Source: an optimization exercise on an open RTL-to-GDS flow (aim: small area). Production flows keep margins and buffers that such runs may drop.
Only simulation tests tie the RTL to the original design; equivalence was not proved.
Power is estimated from default activity; no workload was simulated.

==> design.v <==
package cgra_pkg;
    localparam int CTX_WIDTH      = 64;
    localparam int CTX_DEPTH      = 16;
    localparam int CTX_ROW_BITS   = $clog2(CTX_DEPTH);
    localparam int LANE_BITS      = $clog2(CTX_WIDTH / 16);
    localparam int APB_ADDR_WIDTH = 20;
    localparam int APB_DATA_WIDTH = 32;
    localparam int APB_STRB_WIDTH = APB_DATA_WIDTH / 8;
    localparam int MAX_TILES      = 64;
    localparam int TILE_BITS      = $clog2(MAX_TILES);
    localparam int REGION_LSB = 18;
    localparam int TILE_LSB   = 7;
    localparam int ROW_LSB    = 3;
    localparam int LANE_LSB   = 1;
    localparam int REG_LSB    = 2;
    typedef enum logic [1:0] {
        region_ctx    = 2'd0,
        region_ctrl   = 2'd1,
        region_status = 2'd2,
        region_bad    = 2'd3
    } region_e;
    typedef enum logic [1:0] {
        reg_run        = 2'd0,
        reg_loop_start = 2'd1,
        reg_loop_end   = 2'd2
    } ctrl_reg_e;
    typedef enum logic [4:0] {
        op_nop  = 5'b00000,
        op_jump = 5'b11110
    } ctx_opcode_e;
    typedef struct packed {
        logic [17:0] spare_hi;
        logic [2:0]  jump_target;
        logic [7:0]  spare_mid;
        ctx_opcode_e opcode;
        logic [29:0] spare_lo;
    } ctx_word_t;
    typedef struct packed {
        logic                    write;
        logic [CTX_ROW_BITS-1:0] row;
        logic [LANE_BITS-1:0]    lane;
        logic [15:0]             data;
        logic [1:0]              strb;
    } ctx_access_t;
    typedef struct packed {
        logic [CTX_ROW_BITS-1:0] loop_start;
        logic [CTX_ROW_BITS-1:0] loop_end;
    } loop_cfg_t;
endpackage
`timescale 1ns/1ps
module context_memory (
    input  logic                              clk,
    input  logic                              reset,
    input  logic                              wr_en,
    input  cgra_pkg::ctx_access_t             access,
    input  logic [cgra_pkg::CTX_ROW_BITS-1:0] pc,
    output cgra_pkg::ctx_word_t               pc_word,
    output cgra_pkg::ctx_word_t               host_word
);
    logic [cgra_pkg::CTX_WIDTH-1:0] mem [cgra_pkg::CTX_DEPTH];
    logic [cgra_pkg::CTX_WIDTH-1:0] bit_mask;
    logic [cgra_pkg::CTX_WIDTH-1:0] wr_data;
    always_comb begin
        bit_mask = '0;
        wr_data  = '0;
        bit_mask[{access.lane, 4'b0000} +: 8]      = {8{access.strb[0]}};
        bit_mask[{access.lane, 4'b1000} +: 8]      = {8{access.strb[1]}};
        wr_data[{access.lane, 4'b0000} +: 16]      = access.data;
    end
    always_ff @(posedge clk) begin
        if (reset) begin
            for (int r = 0; r < cgra_pkg::CTX_DEPTH; r++) begin
                mem[r] <= '0;
            end
        end else if (wr_en) begin
            mem[access.row] <= (mem[access.row] & ~bit_mask) | (wr_data & bit_mask);
        end
    end
    assign pc_word   = cgra_pkg::ctx_word_t'(mem[pc]);
    assign host_word = cgra_pkg::ctx_word_t'(mem[access.row]);
endmodule
`timescale 1ns/1ps
module cgra_tile (
    input  logic                              clk,
    input  logic                              reset,
    input  cgra_pkg::ctx_access_t             ctx_access,
    input  logic                              sel,
    input  cgra_pkg::loop_cfg_t               loop_cfg,
    input  logic                              run,
    output cgra_pkg::ctx_word_t               host_word,
    output logic [cgra_pkg::CTX_ROW_BITS-1:0] pc
);
    cgra_pkg::ctx_word_t   pc_word;
    cgra_pkg::ctx_opcode_e prev_op;
    logic                  wr_en;
    logic                  take_jump;
    logic                  out_of_window;
    assign wr_en = sel & ctx_access.write;
    context_memory u_ctx_mem (
        .clk       (clk),
        .reset     (reset),
        .wr_en     (wr_en),
        .access    (ctx_access),
        .pc        (pc),
        .pc_word   (pc_word),
        .host_word (host_word)
    );
    assign take_jump = (pc_word.opcode == cgra_pkg::op_jump) &&
                       (prev_op != cgra_pkg::op_jump);
    assign out_of_window = (pc >= loop_cfg.loop_end) || (pc < loop_cfg.loop_start);
    always_ff @(posedge clk) begin
        if (reset) begin
            pc <= '0;
        end else if (run) begin
            if (take_jump) begin
                pc <= cgra_pkg::CTX_ROW_BITS'(pc_word.jump_target);
            end else if (out_of_window) begin
                pc <= loop_cfg.loop_start;
            end else begin
                pc <= pc + 1'b1;
            end
        end
    end
    always_ff @(posedge clk) begin
        if (reset) begin
            prev_op <= cgra_pkg::op_nop;
        end else if (run) begin
            prev_op <= pc_word.opcode;
        end else begin
            prev_op <= cgra_pkg::op_nop;
        end
    end
endmodule
`timescale 1ns/1ps
module cfg_apb_slave #(
    parameter int NUM_TILES = 4
) (
    input  logic                                clk,
    input  logic                                reset,
    input  logic                                psel,
    input  logic                                penable,
    input  logic                                pwrite,
    input  logic [cgra_pkg::APB_ADDR_WIDTH-1:0] paddr,
    input  logic [cgra_pkg::APB_DATA_WIDTH-1:0] pwdata,
    input  logic [cgra_pkg::APB_STRB_WIDTH-1:0] pstrb,
    input  logic [NUM_TILES*cgra_pkg::CTX_WIDTH-1:0]    tile_word,
    input  logic [NUM_TILES*cgra_pkg::CTX_ROW_BITS-1:0] tile_pc,
    output logic [cgra_pkg::APB_DATA_WIDTH-1:0] prdata,
    output logic                                pready,
    output logic                                pslverr,
    output cgra_pkg::ctx_access_t               ctx_access,
    output logic [NUM_TILES-1:0]                tile_sel,
    output cgra_pkg::loop_cfg_t                 loop_cfg,
    output logic                                run
);
    cgra_pkg::region_e                 region;
    cgra_pkg::ctrl_reg_e               reg_sel;
    logic [cgra_pkg::TILE_BITS-1:0]    tile_idx;
    logic                              access;
    logic                              tile_valid;
    logic                              err;
    logic                              ctrl_wr;
    cgra_pkg::ctx_word_t               sel_word;
    logic [cgra_pkg::CTX_ROW_BITS-1:0] sel_pc;
    logic [15:0]                       sel_half;
    assign region     = cgra_pkg::region_e'(paddr[cgra_pkg::REGION_LSB +: 2]);
    assign reg_sel    = cgra_pkg::ctrl_reg_e'(paddr[cgra_pkg::REG_LSB +: 2]);
    assign tile_idx   = paddr[cgra_pkg::TILE_LSB +: cgra_pkg::TILE_BITS];
    assign access     = psel & penable;
    assign tile_valid = (tile_idx < NUM_TILES);
    always_comb begin
        tile_sel = '0;
        sel_word = '0;
        sel_pc   = '0;
        for (int t = 0; t < NUM_TILES; t++) begin
            if (tile_idx == t) begin
                tile_sel[t] = (region == cgra_pkg::region_ctx);
                sel_word    = cgra_pkg::ctx_word_t'(tile_word[t*cgra_pkg::CTX_WIDTH +: cgra_pkg::CTX_WIDTH]);
                sel_pc      = tile_pc[t*cgra_pkg::CTX_ROW_BITS +: cgra_pkg::CTX_ROW_BITS];
            end
        end
    end
    always_comb begin
        case (region)
            cgra_pkg::region_ctx:    err = !tile_valid || run;
            cgra_pkg::region_status: err = !tile_valid;
            cgra_pkg::region_bad:    err = 1'b1;
            default:                 err = 1'b0;
        endcase
    end
    assign pslverr = access & err;
    assign pready  = 1'b1;
    assign ctx_access.write = access & pwrite & ~err & (region == cgra_pkg::region_ctx);
    assign ctx_access.row   = paddr[cgra_pkg::ROW_LSB +: cgra_pkg::CTX_ROW_BITS];
    assign ctx_access.lane  = paddr[cgra_pkg::LANE_LSB +: cgra_pkg::LANE_BITS];
    assign ctx_access.data  = pwdata[15:0];
    assign ctx_access.strb  = pstrb[1:0];
    assign ctrl_wr = access & pwrite & pstrb[0] & (region == cgra_pkg::region_ctrl);
    always_ff @(posedge clk) begin
        if (reset) begin
            run      <= 1'b0;
            loop_cfg <= '0;
        end else if (ctrl_wr) begin
            case (reg_sel)
                cgra_pkg::reg_run: begin
                    run <= pwdata[0];
                end
                cgra_pkg::reg_loop_start: begin
                    loop_cfg.loop_start <= pwdata[cgra_pkg::CTX_ROW_BITS-1:0];
                end
                cgra_pkg::reg_loop_end: begin
                    loop_cfg.loop_end <= pwdata[cgra_pkg::CTX_ROW_BITS-1:0];
                end
                default: begin
                end
            endcase
        end
    end
    assign sel_half = sel_word[{ctx_access.lane, 4'b0000} +: 16];
    always_comb begin
        prdata = '0;
        if (access && !pwrite && !err) begin
            case (region)
                cgra_pkg::region_ctx: begin
                    prdata[15:0] = sel_half;
                end
                cgra_pkg::region_ctrl: begin
                    case (reg_sel)
                        cgra_pkg::reg_run:
                            prdata[0] = run;
                        cgra_pkg::reg_loop_start:
                            prdata[cgra_pkg::CTX_ROW_BITS-1:0] = loop_cfg.loop_start;
                        cgra_pkg::reg_loop_end:
                            prdata[cgra_pkg::CTX_ROW_BITS-1:0] = loop_cfg.loop_end;
                        default:
                            prdata = '0;
                    endcase
                end
                cgra_pkg::region_status: begin
                    prdata[cgra_pkg::CTX_ROW_BITS-1:0] = sel_pc;
                end
                default: begin
                    prdata = '0;
                end
            endcase
        end
    end
endmodule
`timescale 1ns/1ps
module cgra_array #(
    parameter int NUM_TILES = 4
) (
    input  logic                                clk,
    input  logic                                reset,
    input  logic                                psel,
    input  logic                                penable,
    input  logic                                pwrite,
    input  logic [cgra_pkg::APB_ADDR_WIDTH-1:0] paddr,
    input  logic [cgra_pkg::APB_DATA_WIDTH-1:0] pwdata,
    input  logic [cgra_pkg::APB_STRB_WIDTH-1:0] pstrb,
    output logic [cgra_pkg::APB_DATA_WIDTH-1:0] prdata,
    output logic                                pready,
    output logic                                pslverr
);
    cgra_pkg::ctx_access_t             ctx_access;
    cgra_pkg::loop_cfg_t               loop_cfg;
    logic [NUM_TILES-1:0]              tile_sel;
    logic                              run;
    logic [NUM_TILES*cgra_pkg::CTX_WIDTH-1:0]    tile_word;
    logic [NUM_TILES*cgra_pkg::CTX_ROW_BITS-1:0] tile_pc;
    cfg_apb_slave #(
        .NUM_TILES (NUM_TILES)
    ) u_cfg (
        .clk        (clk),
        .reset      (reset),
        .psel       (psel),
        .penable    (penable),
        .pwrite     (pwrite),
        .paddr      (paddr),
        .pwdata     (pwdata),
        .pstrb      (pstrb),
        .tile_word  (tile_word),
        .tile_pc    (tile_pc),
        .prdata     (prdata),
        .pready     (pready),
        .pslverr    (pslverr),
        .ctx_access (ctx_access),
        .tile_sel   (tile_sel),
        .loop_cfg   (loop_cfg),
        .run        (run)
    );
    for (genvar g = 0; g < NUM_TILES; g++) begin : g_tile
        cgra_tile u_tile (
            .clk        (clk),
            .reset      (reset),
            .ctx_access (ctx_access),
            .sel        (tile_sel[g]),
            .loop_cfg   (loop_cfg),
            .run        (run),
            .host_word  (tile_word[g*cgra_pkg::CTX_WIDTH +: cgra_pkg::CTX_WIDTH]),
            .pc         (tile_pc[g*cgra_pkg::CTX_ROW_BITS +: cgra_pkg::CTX_ROW_BITS])
        );
    end
endmodule
==> run.sh <==
#!/bin/bash
# synth_recipe.tcl (not shown) runs the flow's synth.tcl, then flattens the netlist and writes it again
# the make line also repeats each setting of config.mk as NAME=value (left out here)
make -C /OpenROAD-flow-scripts/flow DESIGN_CONFIG=/design/flow/config.mk WORK_HOME=/design/flow/orfs CLKGATE_MAP_FILE= SYNTH_SCRIPT=/design/flow/synth_recipe.tcl finish
==> config.mk <==
export PLATFORM = sky130hd
export DESIGN_NAME = cgra_array
export DESIGN_NICKNAME = cgra_array
export VERILOG_FILES = /design/flow/design.v
export SDC_FILE = /design/flow/constraint.sdc
export NUM_CORES = 4
export LEC_CHECK = 0
export CAP_MARGIN = 20
export CORE_MARGIN = 2
export CORE_UTILIZATION = 45
export PLACE_DENSITY = 0.62
export SLEW_MARGIN = 20
==> constraint.sdc <==
create_clock -name core_clock -period 10.0 [get_ports {clk}]
set_input_delay 2.0000 -clock core_clock [delete_from_list [all_inputs] [get_ports {clk}]]
set_output_delay 2.0000 -clock core_clock [all_outputs]
set_load 0.01 [all_outputs]
==> summary.txt <==
Power
  – Int Pwr: 29.66 mW
  – Power Dens Cells: 190.4 nW/um^2
  – Leak: 71.21 nW
  – Total power: 39.54 mW
  – Clock network power share: 0.406
  – Net Sw Frac: 0.2498
  – Sw Pwr: 9.877 mW
  – Seq pwr share: 0.501
  – Comb power frac: 0.093
  – Worst vdd ir: 0.0001638 V

Job
  – Max-Cap Viols: 0

Clocking
  – # H-tree levels: 5
  – Worst-path clk slew: 0.06 ns
  – CTS hold repair buffers: 0
  – CTS Buf Count: 435
  – Clock Root Buffer: clkbuf_16
  – Post-CTS Repair Setup Buffers: 0
  – CTS tree: yes
  – Clock latency (worst-skew pair): 1.03 ns
  – Post-CTS sizing: 0
  – Sink Count: 4157
  – Maximum clock path buffer count: 4

Final layout
  – Nets: 12450
  – # fillers: 34090
  – Area of the multi-input gates: 57950 um^2
  – Area growth from synthesis to layout: 11.64%
  – Register area: 124200 um^2
  – Share of cells above drive strength 1: 0.2193

Synth
  – Flops & latches, synth: 4157
  – Post-Syn Instances: 12580
  – Yosys cell types: 83
  – Main flop type after synthesis: edfxtp_1
  – EDFF count, synth: 4096
  – Sequential share of the synthesized area: 0.6676
  – Syn. warnings: 3
  – Syn Std Cell Area: 186100 um^2
  – Syn_area_per_cell: 14.79 um^2
  – Async SR Flop Fraction: 0

Min path
  – Hold-critical path depth: 2
  – Worst hold path startpoint: u_cfg.loop_cfg[2]$_SDFFE_PP0P_
  – Hold crit path type: flop to flop
  – Worst hold path endpoint: u_cfg.loop_cfg[2]$_SDFFE_PP0P_

Detailed routing
  – Routed wire length: 704.3 mm
  – DR WL/cell: 38.63 um
  – Via count: 120600
  – Vias/cell: 6.617
  – Residual DRC count: 0
  – Post-route ant nets: 0
  – TritonRoute pass-1 iters: 7
  – DRT iter0 DRCs: 19950

Setup path
  – Worst r2r src: u_cfg.run$_SDFFE_PP0P_
  – CP endpoint kind: output pin
  – Register-to-Register Path Depth: 6
  – CP peak stage delay: 0.82 ns
  – R2R Setup Slk: 4.68 ns
  – Crit path launch type: primary input
  – CP max stage cell: a2111oi_1
  – Most frequent cell on the critical path: mux4_2
  – Crit-path cells: buf_8, buf_12, buf_4, mux4_2, mux4_2, mux2i_1, o21ai_1, a2111oi_1, o31ai_2, clkdlybuf4s50_1
  – Reg2reg end: g_tile[3].u_tile.u_ctx_mem.mem[4][10]$_SDFFCE_PN0P_
  – WP data required: 8.00 ns
  – CP bufs+invs: 4
  – Crit path from: paddr[4]
  – CP Class: primary input to output pin
  – CP top delay family: buffers and inverters
  – Crit-path max FO: 42
  – Critical Path AT: 6.93 ns

Floorplanning
  – Area of the die: 418600 um^2
  – I/O Pins: 95
  – Rows: 236
  – Total core area: 412500 um^2
  – Die Span Y: 647.0 um
  – Starting Density: 0.4510
  – Die width: 647.0 um

Global routing
  – Total gr overflow: 0
  – GRT Total Usage: 0.3336
  – Antenna violations before repair: 67
  – Largest net degree at the start of global routing: 83
  – Number of global-route vias before repair: 118300
  – First-pass GRT wire length: 957.1 mm

STA
  – Least-Margin Pin Slew: 1.313 ns
  – Clock Skew: 0.07486 ns
  – Final Setup Violations: 0
  – Final hold vios: 0
  – RSZ-0062 raised after global routing: no
  – Setup TNS: 0 ns
  – Fmax: 112.0 MHz
  – Final min period: 8.926 ns
  – Max-slew violation count: 0
  – Setup WS post-layout: 1.074 ns
  – Final worst path period share: 0.8926
  – Worst slew margin: 0.1187

Place
  – RD Place Congestion: 1.050
  – DP HPWL: 410.1 mm
  – Worst slack, placed: 1.325 ns
  – # port buffers: 53

Status
  – Status: finished clean
worst reg2reg max path, stage by stage (launching register included):
cell and delay [ns]:
dfxtp_1 0.34, buf_4 0.27, or4_1 0.86, nor2_4 0.88
nand2_4 0.69, nand2b_4 1.09, buf_4 0.73
layout by cell type (no fill, tap or decap), drive strengths merged, types with 33 or more instances in the layout:
master	instances
clkinv	210
o21ai	63
nor3	39
edfxtp	4096
a221oi	33
a21oi	251
dfxtp	61
clkbuf	546
nand2	343
a22oi	88
clkdlybuf4s50	43
nand2b	87
mux4	1295
mux2i	183
a31oi	44
and2	79
nand3	60
nor2	4285
bufinv	34
diode	44
buf	450
a211oi	36
ha	37
cell usage after synthesis (79+ instances only):
cell type     n  area share
nand2b_1     87      0.0029
mux4_2     1295        0.16
a21oi_2      99      0.0047
and2_1       79      0.0027
buf_2       362      0.0097
nand2_1     343      0.0069
nor2_1     4280       0.086
a21oi_1     152      0.0041
a22oi_1      81      0.0033
mux2i_1     183      0.0098
buf_1       133      0.0027
edfxtp_1   4096        0.66
clkbuf_1    584       0.012
power groups by stage:
stage                     Combinational (mW)  Sequential (mW)  Clock (mW)
after floorplan                         2.11             20.1           0
after global placement                  3.48             20.1           0
after detailed placement                3.53             20.2           0
after CTS                               3.54             19.8        16.1
after global routing                    3.74             19.9        16.7
final                                   3.67             19.8        16.1
logic make-up after synthesis:
logic type | after synthesis | share of synthesized area
other cells | 2 | 0.00004036
flops | 4157 | 0.6676
mux | 1499 | 0.1679
xor+xnor | 8 | 0.0003765
simple gates | 4965 | 0.1044
fa+ha+maj | 37 | 0.002488
compound gates | 706 | 0.02768
buf+inv | 1210 | 0.02951
layout make-up:
class                   instances  area share
flip-flops and latches       4157      0.5981
well taps                    5474     0.03297
clock buffers                 543     0.05465
inverters                      26   0.0005180
repair buffers                497     0.02151
clock inverters               260     0.01276
multi-input cells            7232      0.2790
diodes                         44   0.0005301
registers in the layout (all words and copies together) (netlist names), named ones only:
signal                       flops
g_tile.u_tile.prev_op           20
u_cfg.loop_cfg                   8
g_tile.u_tile.pc                16
u_cfg.run                        1
g_tile.u_tile.u_ctx_mem.mem   4096
worst max-delay path by stage:
stage	end	slack, ns	cells past startpoint
after CTS	prdata[7]	1.30	10
after global placement	prdata[13]	1.26	9
after detailed placement	prdata[7]	1.33	10
after floorplan	prdata[7]	3.59	10
after global routing	prdata[7]	1.07	9
final	prdata[7]	1.07	10
through the flow:
step	std cells	area (um^2)	util	hold WS, ns
global placement	17370	193100	0.4680	0.5122
CTS	18180	207300	0.5024	0.5304
global route	18210	207600	0.5034	0.5495
floorplan	12600	186100	-	0.4770
finish	18230	207700	0.5035	0.5285
detailed placement	17380	193300	0.4685	0.5119
per-layer routing:
layer  track usage  share of wire  vias to the layer above  wire length, um
met4        0.2097          0.074                       32            52450
met2        0.4978           0.44                     9874           311500
li1              -              -                    46390                -
met5             0        0.00029                        -              203
met3        0.1001           0.14                     1864            99760
met1        0.4282           0.34                    62480           240400

[port drivers added, routing unchanged]
The flow's constraints put no driver on any port. The routed layout listed below was extracted and timed again, unchanged, in two steps. Step 1 assumes that a clkbuf_16 drives the clock port and a buf_2 every other input. Step 2, shift: input delay + t, output delay - t, t = (earliest + latest rising clock arrival at the registers) / 2. This alone moves slack from input paths to output paths. a / b / c = no drivers / after step 1 / after step 2; a / b = the first two.
shift t [ns]: 1.135
setup WS [ns]: 1.074 / 0.989 / 0.989
latest minus earliest clock arrival (ns): 0.096 / 0.095
slew at the worst register clock pin (ns): 0.07 / 0.07
After both steps this run still meets setup and hold. The setup slack of this run moves by -0.085 ns with the drivers and by -0.085 ns with both steps.
